This is an optimization exercise on Yosys and OpenROAD, whose aim is small area, a short achievable clock period and few clock cycles, not a production implementation.
Only simulation tests tie the RTL to the original design; equivalence was not proved.
Power is estimated from default activity; no workload was simulated.

Design parity_cpu_top, start of the top module:
module parity_cpu_top (
	input  logic                   clk,
	input  logic                   arst_n,
	input  logic                   psel,
	input  logic                   penable,
	input  logic                   pwrite,
	input  logic [9-1:0] paddr,
	input  cpu_pkg::byte_t         pwdata,
	output cpu_pkg::byte_t         prdata,
	output logic                   pready,
	output logic                   pslverr
);
	localparam int NR = 17;
	localparam int NS = 15;
	function automatic logic [3:0] add15(input logic [3:0] a, input logic [3:0] k);
		logic [4:0] t;
		t = {1'b0, a} + {1'b0, k};
		if (t >= 5'd15) t = t - 5'd15;
		add15 = t[3:0];
	endfunction
	function automatic logic [4:0] sum15(input logic [7:0] x);
		sum15 = {1'b0, x[7:4]} + {1'b0, x[3:0]};
	endfunction
	function automatic logic at15(input logic [4:0] e, input logic [3:0] h);
		at15 = (e == {1'b0, h}) || (e == {1'b0, h} + 5'd15);
	endfunction
	function automatic logic [3:0] step15(input logic [3:0] a, input logic up);
		if (up) step15 = (a >= 4'd14) ? 4'd0 : a + 4'd1;
		else step15 = (a == 4'd0 || a == 4'd15) ? 4'd14 : a - 4'd1;
	endfunction
	function automatic logic [3:0] pos15(input logic [3:0] m, input logic [3:0] hh);
		logic [5:0] t;
		t = 6'd30 + {1'b0, m, 1'b0} - {1'b0, hh, 1'b0} - 6'd1;
		if (t >= 6'd30) t = t - 6'd30;
		if (t >= 6'd15) t = t - 6'd15;
		pos15 = t[3:0];
	endfunction
	function automatic logic [4:0] ridx(input logic [7:0] x);
		ridx = (x[7:4] == 4'hf) ? 5'd16 : {1'b0, x[3:0]};
	endfunction
	logic [NR-1:0][NS-1:0][7:0] ring;
	logic [NR-1:0][7:0] slot0_d;
	logic [3:0] h, h1, h3;
	logic [3:0] h_next;
	logic [7:0] pad_q, tap_q, seed_q, top_q;
	logic       busy;
	logic       done;
	logic [7:0] wa;       
	logic [3:0] pw;       
	logic       in_pad;   
	logic [7:0] s;        
	logic [7:0] wd_q;     
	logic [5:0] ri;       
	logic [3:0] pr;       
	logic [5:0] wi;       
	logic [3:0] qn;       
	logic [7:0] fifo [8];
	logic       ready_q;
	logic [7:0] prdata_q;
	logic       hw_v;
	logic [3:0] hw_f;     
	logic [4:0] hw_r;
	logic [7:0] hw_d;
	logic       complete;
	logic       is_status;
	logic       is_fixed;
	logic       start;
  ...
Size: ~3,500 cells after synthesis, roughly 32 I/O pins, about 55,000 sq um of cells after synthesis.
clock: 10.0 ns
lec_check: 0
cap_margin: 20
core_margin: 2
core_utilization: 55
cts_buf_list: sky130_fd_sc_hd__clkbuf_16
cts_cluster_diameter: 80
cts_cluster_size: 25
slew_margin: 20
standard.sh (not shown) runs the stock make flow with config.mk's settings and CLKGATE_MAP_FILE= SYNTH_SCRIPT=/design/flow/synth_recipe.tcl, a recipe that flattens the netlist after the stock synthesis.
==> flow/flow/run.sh <==
#!/bin/bash
set -euo pipefail
bash standard.sh SETUP_SLACK_MARGIN=6.8 finish > standard.log 2>&1
Testbench counts at the start, summed over its fixed seeds: cycles 10,229.
Next try:
--- a/flow/design.v
+++ b/flow/design.v
@@ -105,15 +105,17 @@
 	logic       in_pad_new;
 	logic [5:0] wi_new;
 	logic [7:0] byte_new;
 	logic       at1, at3;
 	logic       pend;
 	logic       ready_d;
+	logic       rdy_now, rdy_rd, rdy_wr;
 	logic [7:0] rd_ring;
 	logic [7:0] rd_next;
 	logic [7:0] rd_fixed;
+	logic [7:0] rd_other;
 	logic       rd_byp;
 	assign h_next = (h >= 4'd15) ? 4'd0 : add15(h, 4'd8);
 	always_ff @(posedge clk) begin
 		h  <= h_next;
 		h1 <= add15(h_next, 4'd8);
 		h3 <= add15(h_next, 4'd9);
@@ -157,29 +159,27 @@
 	assign is_status = paddr[9-1];
 	assign is_fixed  = !is_status && (((paddr[7:2] == 6'b001111) && (paddr[1:0] != 2'b00)) || (paddr[7:0] == 8'hff));
 	assign start     = complete && pwrite && (paddr == 9'h100) && pwdata[0] && !busy;
 	assign at1  = at15(sum15(paddr[7:0]), h1);
 	assign at3  = at15(sum15(paddr[7:0]), h3);
 	assign pend = busy && (paddr[7:6] != 2'b00) && !(paddr[7:0] == wa && run_wr && !wa_top);
-	always_comb begin
-		if (is_status) ready_d = 1'b1;
-		else if (is_fixed) ready_d = pwrite ? !busy : (!pend && hw_f == 4'd0);
-		else if (pwrite) ready_d = at3 && !busy;
-		else ready_d = at1 && !pend;
-	end
+	assign rdy_now = is_status || (is_fixed && (pwrite ? !busy : (!pend && hw_f == 4'd0)));
+	assign rdy_rd  = !is_status && !is_fixed && !pwrite && !pend;
+	assign rdy_wr  = !is_status && !is_fixed && pwrite && !busy;
+	assign ready_d = rdy_now || (rdy_rd && at1) || (rdy_wr && at3);
 	assign rd_byp  = wen && (wr_r == ridx(paddr[7:0]));
 	assign rd_ring = (paddr[7:4] == 4'hf) ? ring[16][1] : ring[paddr[3:0]][1];
 	always_comb begin
 		if (paddr[7]) rd_fixed = top_q;
 		else if (!paddr[1]) rd_fixed = pad_q;
 		else if (!paddr[0]) rd_fixed = tap_q;
 		else rd_fixed = seed_q;
-		if (is_status) rd_next = {6'b0, done, busy};
-		else if (is_fixed) rd_next = rd_fixed;
-		else if (rd_byp) rd_next = wd;
-		else rd_next = rd_ring;
+		if (is_status) rd_other = {6'b0, done, busy};
+		else if (is_fixed) rd_other = rd_fixed;
+		else rd_other = wd;
+		rd_next = (is_status || is_fixed || rd_byp) ? rd_other : rd_ring;
 	end
 	always_ff @(posedge clk or negedge arst_n) begin
 		if (!arst_n) begin
 			busy    <= 1'b0;
 			done    <= 1'b0;
 		end else begin
Result: Final area decreases by 1.0%; routed wire length decreases by 1.7%; worst setup slack improved by 130 ps; critical path depth decreases by 2; core utilization decreases by 0.43 points; die area decreases by 0.47%; sequential cell count does not change.
Testbench counts after the change, summed over its fixed seeds: cycles 10,229.

---

The RTL this note starts from:
==> flow/design.v <==
package cpu_pkg;
	typedef logic [8-1:0]             byte_t;
	typedef logic [$clog2(8)-1:0]    reg_addr_t;
	typedef logic [9-1:0]               pc_t;
	typedef logic [$clog2(256)-1:0]  mem_addr_t;
	typedef enum logic [3:0] {
		op_pass_imm,
		op_xori,
		op_addi,
		op_add,
		op_xor,
		op_and,
		op_or,
		op_sll,
		op_xorall,
		op_addr,
		op_bne,
		op_beq
	} alu_op_e;
	typedef enum logic [1:0] {
		st_idle,
		st_run,
		st_done
	} run_state_e;
endpackage
module parity_cpu_top (
	input  logic                   clk,
	input  logic                   arst_n,
	input  logic                   psel,
	input  logic                   penable,
	input  logic                   pwrite,
	input  logic [9-1:0] paddr,
	input  cpu_pkg::byte_t         pwdata,
	output cpu_pkg::byte_t         prdata,
	output logic                   pready,
	output logic                   pslverr
);
	localparam int NR = 17;
	localparam int NS = 15;
	function automatic logic [3:0] add15(input logic [3:0] a, input logic [3:0] k);
		logic [4:0] t;
		t = {1'b0, a} + {1'b0, k};
		if (t >= 5'd15) t = t - 5'd15;
		add15 = t[3:0];
	endfunction
	function automatic logic [4:0] sum15(input logic [7:0] x);
		sum15 = {1'b0, x[7:4]} + {1'b0, x[3:0]};
	endfunction
	function automatic logic at15(input logic [4:0] e, input logic [3:0] h);
		at15 = (e == {1'b0, h}) || (e == {1'b0, h} + 5'd15);
	endfunction
	function automatic logic [3:0] step15(input logic [3:0] a, input logic up);
		if (up) step15 = (a >= 4'd14) ? 4'd0 : a + 4'd1;
		else step15 = (a == 4'd0 || a == 4'd15) ? 4'd14 : a - 4'd1;
	endfunction
	function automatic logic [3:0] pos15(input logic [3:0] m, input logic [3:0] hh);
		logic [5:0] t;
		t = 6'd30 + {1'b0, m, 1'b0} - {1'b0, hh, 1'b0} - 6'd1;
		if (t >= 6'd30) t = t - 6'd30;
		if (t >= 6'd15) t = t - 6'd15;
		pos15 = t[3:0];
	endfunction
	function automatic logic [4:0] ridx(input logic [7:0] x);
		ridx = (x[7:4] == 4'hf) ? 5'd16 : {1'b0, x[3:0]};
	endfunction
	logic [NR-1:0][NS-1:0][7:0] ring;
	logic [NR-1:0][7:0] slot0_d;
	logic [3:0] h, h1, h3;
	logic [3:0] h_next;
	logic [7:0] pad_q, tap_q, seed_q, top_q;
	logic       busy;
	logic       done;
	logic [7:0] wa;       
	logic [3:0] pw;       
	logic       in_pad;   
	logic [7:0] s;        
	logic [7:0] wd_q;     
	logic [5:0] ri;       
	logic [3:0] pr;       
	logic [5:0] wi;       
	logic [3:0] qn;       
	logic [7:0] fifo [8];
	logic       ready_q;
	logic [7:0] prdata_q;
	logic       hw_v;
	logic [3:0] hw_f;     
	logic [4:0] hw_r;
	logic [7:0] hw_d;
	logic       complete;
	logic       is_status;
	logic       is_fixed;
	logic       start;
	logic       in0_at9;
	logic       wa_top;
	logic       run_pad;
	logic       run_msg;
	logic       run_wr;
	logic       run_top;
	logic       fill;
	logic [7:0] q_in;
	logic       wen;
	logic [4:0] wr_r;
	logic [7:0] wd;
	logic [7:0] s_new;
	logic       in_pad_new;
	logic [5:0] wi_new;
	logic [7:0] byte_new;
	logic [4:0] pe;
	logic       at1, at3;
	logic       pend;
	logic       ready_d;
	logic [7:0] rd_ring;
	logic [7:0] rd_next;
	assign h_next = (h >= 4'd15) ? 4'd0 : add15(h, 4'd8);
	always_ff @(posedge clk) begin
		h  <= h_next;
		h1 <= add15(h_next, 4'd8);
		h3 <= add15(h_next, 4'd9);
	end
	always_comb begin
		for (int r = 0; r < NR; r++) begin
			slot0_d[r] = (wen && wr_r == 5'(r)) ? wd : ring[r][1];
		end
	end
	always_ff @(posedge clk) begin
		for (int r = 0; r < NR; r++) begin
			ring[r][0] <= slot0_d[r];
			for (int p = 1; p < NS - 1; p++) ring[r][p] <= ring[r][p+1];
			ring[r][NS-1] <= ring[r][0];
		end
	end
	assign wa_top  = (wa == 8'hff);
	assign run_pad = busy && in_pad && ((pw == 4'd1) || wa_top);
	assign run_msg = busy && !in_pad && ((pw == 4'd1) || wa_top) && (qn != 4'd0);
	assign run_wr  = run_pad || run_msg;
	assign run_top = run_wr && wa_top;
	assign fill    = busy && (pr == 4'd9) && (ri != 6'(59)) && (qn != 4'd8 || run_msg);
	assign q_in    = ring[ri[3:0]][9];
	assign in0_at9 = (h == 4'd3);
	assign s_new      = run_wr ? {s[6:0], ^(s & tap_q)} : s;
	assign in_pad_new = in_pad && !(run_wr && wa == pad_q + 8'(64 - 1));
	assign wi_new     = run_msg ? wi + 6'd1 : wi;
	assign byte_new   = (fill && ri[2:0] == wi_new[2:0]) ? q_in : fifo[wi_new[2:0]];
	always_comb begin
		if (busy) begin
			wen  = run_wr && !wa_top;
			wr_r = ridx(wa);
			wd   = wd_q;
		end else begin
			wen  = hw_v;
			wr_r = hw_r;
			wd   = hw_d;
		end
	end
	assign complete  = psel && penable && ready_q;
	assign is_status = paddr[9-1];
	assign is_fixed  = !is_status && (((paddr[7:0] >= 8'(61)) && (paddr[7:0] <= 8'(63))) || (paddr[7:0] == 8'hff));
	assign start     = complete && pwrite && (paddr == 9'h100) && pwdata[0] && !busy;
	assign pe   = sum15(paddr[7:0]);
	assign at1  = at15(pe, h1);
	assign at3  = at15(pe, h3);
	assign pend = busy && ((paddr[7:0] > wa) || (paddr[7:0] == wa && !run_wr));
	always_comb begin
		if (is_status) ready_d = 1'b1;
		else if (is_fixed) ready_d = pwrite ? !busy : !pend;
		else if (pwrite) ready_d = at3 && !busy;
		else ready_d = at1 && !pend;
	end
	assign rd_ring = (paddr[7:4] == 4'hf) ? slot0_d[16] : slot0_d[paddr[3:0]];
	always_comb begin
		if (is_status) rd_next = {6'b0, done, busy};
		else if (paddr[7:0] == 8'(61)) rd_next = hw_f[0] ? hw_d : pad_q;
		else if (paddr[7:0] == 8'(62)) rd_next = hw_f[1] ? hw_d : tap_q;
		else if (paddr[7:0] == 8'(63)) rd_next = hw_f[2] ? hw_d : seed_q;
		else if (paddr[7:0] == 8'hff) rd_next = hw_f[3] ? hw_d : top_q;
		else rd_next = rd_ring;
	end
	always_ff @(posedge clk or negedge arst_n) begin
		if (!arst_n) begin
			busy    <= 1'b0;
			done    <= 1'b0;
		end else begin
			if (start) begin
				busy <= 1'b1;
				done <= 1'b0;
			end else if (run_msg && wi == 6'(59 - 1)) begin
				busy <= 1'b0;
				done <= 1'b1;
			end
		end
	end
	always_ff @(posedge clk) begin
		ready_q  <= psel && ready_d;
		prdata_q <= rd_next;
		hw_v <= complete && pwrite && !is_status && !is_fixed;
		hw_r <= ridx(paddr[7:0]);
		hw_d <= pwdata;
		hw_f[0] <= complete && pwrite && !is_status && paddr[7:0] == 8'(61);
		hw_f[1] <= complete && pwrite && !is_status && paddr[7:0] == 8'(62);
		hw_f[2] <= complete && pwrite && !is_status && paddr[7:0] == 8'(63);
		hw_f[3] <= complete && pwrite && !is_status && paddr[7:0] == 8'hff;
		if (hw_f[0]) pad_q <= hw_d;
		if (hw_f[1]) tap_q <= hw_d;
		if (hw_f[2]) seed_q <= hw_d;
		if (run_top) top_q <= wd;
		else if (hw_f[3]) top_q <= hw_d;
		if (!busy) begin
			wa     <= 8'(64);
			pw     <= pos15(4'(64 % 15), h);
			in_pad <= 1'b1;
			s      <= seed_q;
			wd_q   <= seed_q ^ 8'h20;
			wi     <= '0;
			if (in0_at9) begin
				fifo[0] <= ring[0][9];
				ri <= 6'd1;
				pr <= pos15(4'd1, h);
				qn <= 4'd1;
			end else begin
				ri <= '0;
				pr <= pos15(4'd0, h);
				qn <= 4'd0;
			end
		end else begin
			if (run_wr) wa <= wa + 8'd1;
			pw     <= step15(pw, run_wr);
			in_pad <= in_pad_new;
			s      <= s_new;
			wd_q   <= (in_pad_new ? 8'h20 : byte_new) ^ s_new;
			wi     <= wi_new;
			if (fill) begin
				fifo[ri[2:0]] <= q_in;
				ri <= ri + 6'd1;
			end
			pr <= step15(pr, fill);
			qn <= qn + 4'(fill) - 4'(run_msg);
		end
	end
	assign prdata  = prdata_q;
	assign pready  = ready_q;
	assign pslverr = 1'b0;
endmodule
Settings: LEC_CHECK=0, CAP_MARGIN=20, CORE_MARGIN=2, CORE_UTILIZATION=40, CTS_BUF_LIST=sky130_fd_sc_hd__clkbuf_16, CTS_CLUSTER_DIAMETER=80, CTS_CLUSTER_SIZE=25, SLEW_MARGIN=20; clock period 10.0 ns.
==> flow/flow/run.sh <==
#!/bin/bash
set -euo pipefail
bash standard.sh SETUP_SLACK_MARGIN=7.0 finish > standard.log 2>&1
Testbench counts at the start, summed over its fixed seeds: cycles 10,229.
Next try:
--- a/flow/design.v
+++ b/flow/design.v
@@ -105,12 +105,13 @@
 	logic       in_pad_new;
 	logic [5:0] wi_new;
 	logic [7:0] byte_new;
-	logic [4:0] pe;
 	logic       at1, at3;
 	logic       pend;
 	logic       ready_d;
 	logic [7:0] rd_ring;
 	logic [7:0] rd_next;
+	logic [7:0] rd_fixed;
+	logic       rd_byp;
 	assign h_next = (h >= 4'd15) ? 4'd0 : add15(h, 4'd8);
 	always_ff @(posedge clk) begin
 		h  <= h_next;
@@ -154,25 +155,27 @@
 	end
 	assign complete  = psel && penable && ready_q;
 	assign is_status = paddr[9-1];
-	assign is_fixed  = !is_status && (((paddr[7:0] >= 8'(61)) && (paddr[7:0] <= 8'(63))) || (paddr[7:0] == 8'hff));
+	assign is_fixed  = !is_status && (((paddr[7:2] == 6'b001111) && (paddr[1:0] != 2'b00)) || (paddr[7:0] == 8'hff));
 	assign start     = complete && pwrite && (paddr == 9'h100) && pwdata[0] && !busy;
-	assign pe   = sum15(paddr[7:0]);
-	assign at1  = at15(pe, h1);
-	assign at3  = at15(pe, h3);
-	assign pend = busy && ((paddr[7:0] > wa) || (paddr[7:0] == wa && !run_wr));
+	assign at1  = at15(sum15(paddr[7:0]), h1);
+	assign at3  = at15(sum15(paddr[7:0]), h3);
+	assign pend = busy && (paddr[7:6] != 2'b00) && !(paddr[7:0] == wa && run_wr);
 	always_comb begin
 		if (is_status) ready_d = 1'b1;
-		else if (is_fixed) ready_d = pwrite ? !busy : !pend;
+		else if (is_fixed) ready_d = pwrite ? !busy : (!pend && hw_f == 4'd0);
 		else if (pwrite) ready_d = at3 && !busy;
 		else ready_d = at1 && !pend;
 	end
-	assign rd_ring = (paddr[7:4] == 4'hf) ? slot0_d[16] : slot0_d[paddr[3:0]];
-	always_comb begin
+	assign rd_byp  = wen && (wr_r == ridx(paddr[7:0]));
+	assign rd_ring = (paddr[7:4] == 4'hf) ? ring[16][1] : ring[paddr[3:0]][1];
+	always_comb begin
+		if (paddr[7]) rd_fixed = top_q;
+		else if (!paddr[1]) rd_fixed = pad_q;
+		else if (!paddr[0]) rd_fixed = tap_q;
+		else rd_fixed = seed_q;
 		if (is_status) rd_next = {6'b0, done, busy};
-		else if (paddr[7:0] == 8'(61)) rd_next = hw_f[0] ? hw_d : pad_q;
-		else if (paddr[7:0] == 8'(62)) rd_next = hw_f[1] ? hw_d : tap_q;
-		else if (paddr[7:0] == 8'(63)) rd_next = hw_f[2] ? hw_d : seed_q;
-		else if (paddr[7:0] == 8'hff) rd_next = hw_f[3] ? hw_d : top_q;
+		else if (is_fixed) rd_next = rd_fixed;
+		else if (rd_byp) rd_next = wd;
 		else rd_next = rd_ring;
 	end
 	always_ff @(posedge clk or negedge arst_n) begin
Outcome: The new run passed the timing, design-rule and antenna checks; fmax climbs by 4.8%; via count drops by about 9%; power drops by 1.8%; die area drops by 2.0%; global-route usage drops by 2.8 points; worst setup slack improved by 0.16 ns; sequential power hardly moves; final cell count drops by about 5.5%; wire length drops by about 17%; clock skew drops by 0.030 ns; synthesized cell count drops by 4.6%; register-to-register slack improved by 0.51 ns.
Testbench counts after the change, summed over its fixed seeds: cycles 10,229.

what the ideal ports hide:
In the flow no input, the clock included, has a driving cell. The finished layouts below were timed again as built, in two steps.
Step 1 sets driving cells, clkbuf_16 on the clock port and buf_2 on the other inputs (assumed; they add their load-dependent delay and slew).
Step 2 also shifts input and output timing later by t, the mid clock arrival at the registers, as if the neighbouring blocks saw the same clock.
Three values: ideal, step 1, step 2; two values: the first two.
run | shift t [ns] | setup WS [ns] | worst setup path at the end | cell pins on the clock port's net
the first run of note 1 | 0.762 | 6.446 / 6.439 / 5.677 | input to register | 1
the second run of note 1 | 0.764 | 6.578 / 6.439 / 5.675 | input to register | 1
the first run of note 2 | 0.816 | 6.440 / 6.483 / 5.667 | input to register | 1
the second run of note 2 | 0.782 | 6.602 / 6.535 / 5.753 | input to register | 1
After both steps every run listed still meets setup and hold. For the second run of note 1, which loses most, drivers alone change the setup slack by -0.139 ns; drivers and shift together by -0.903 ns.
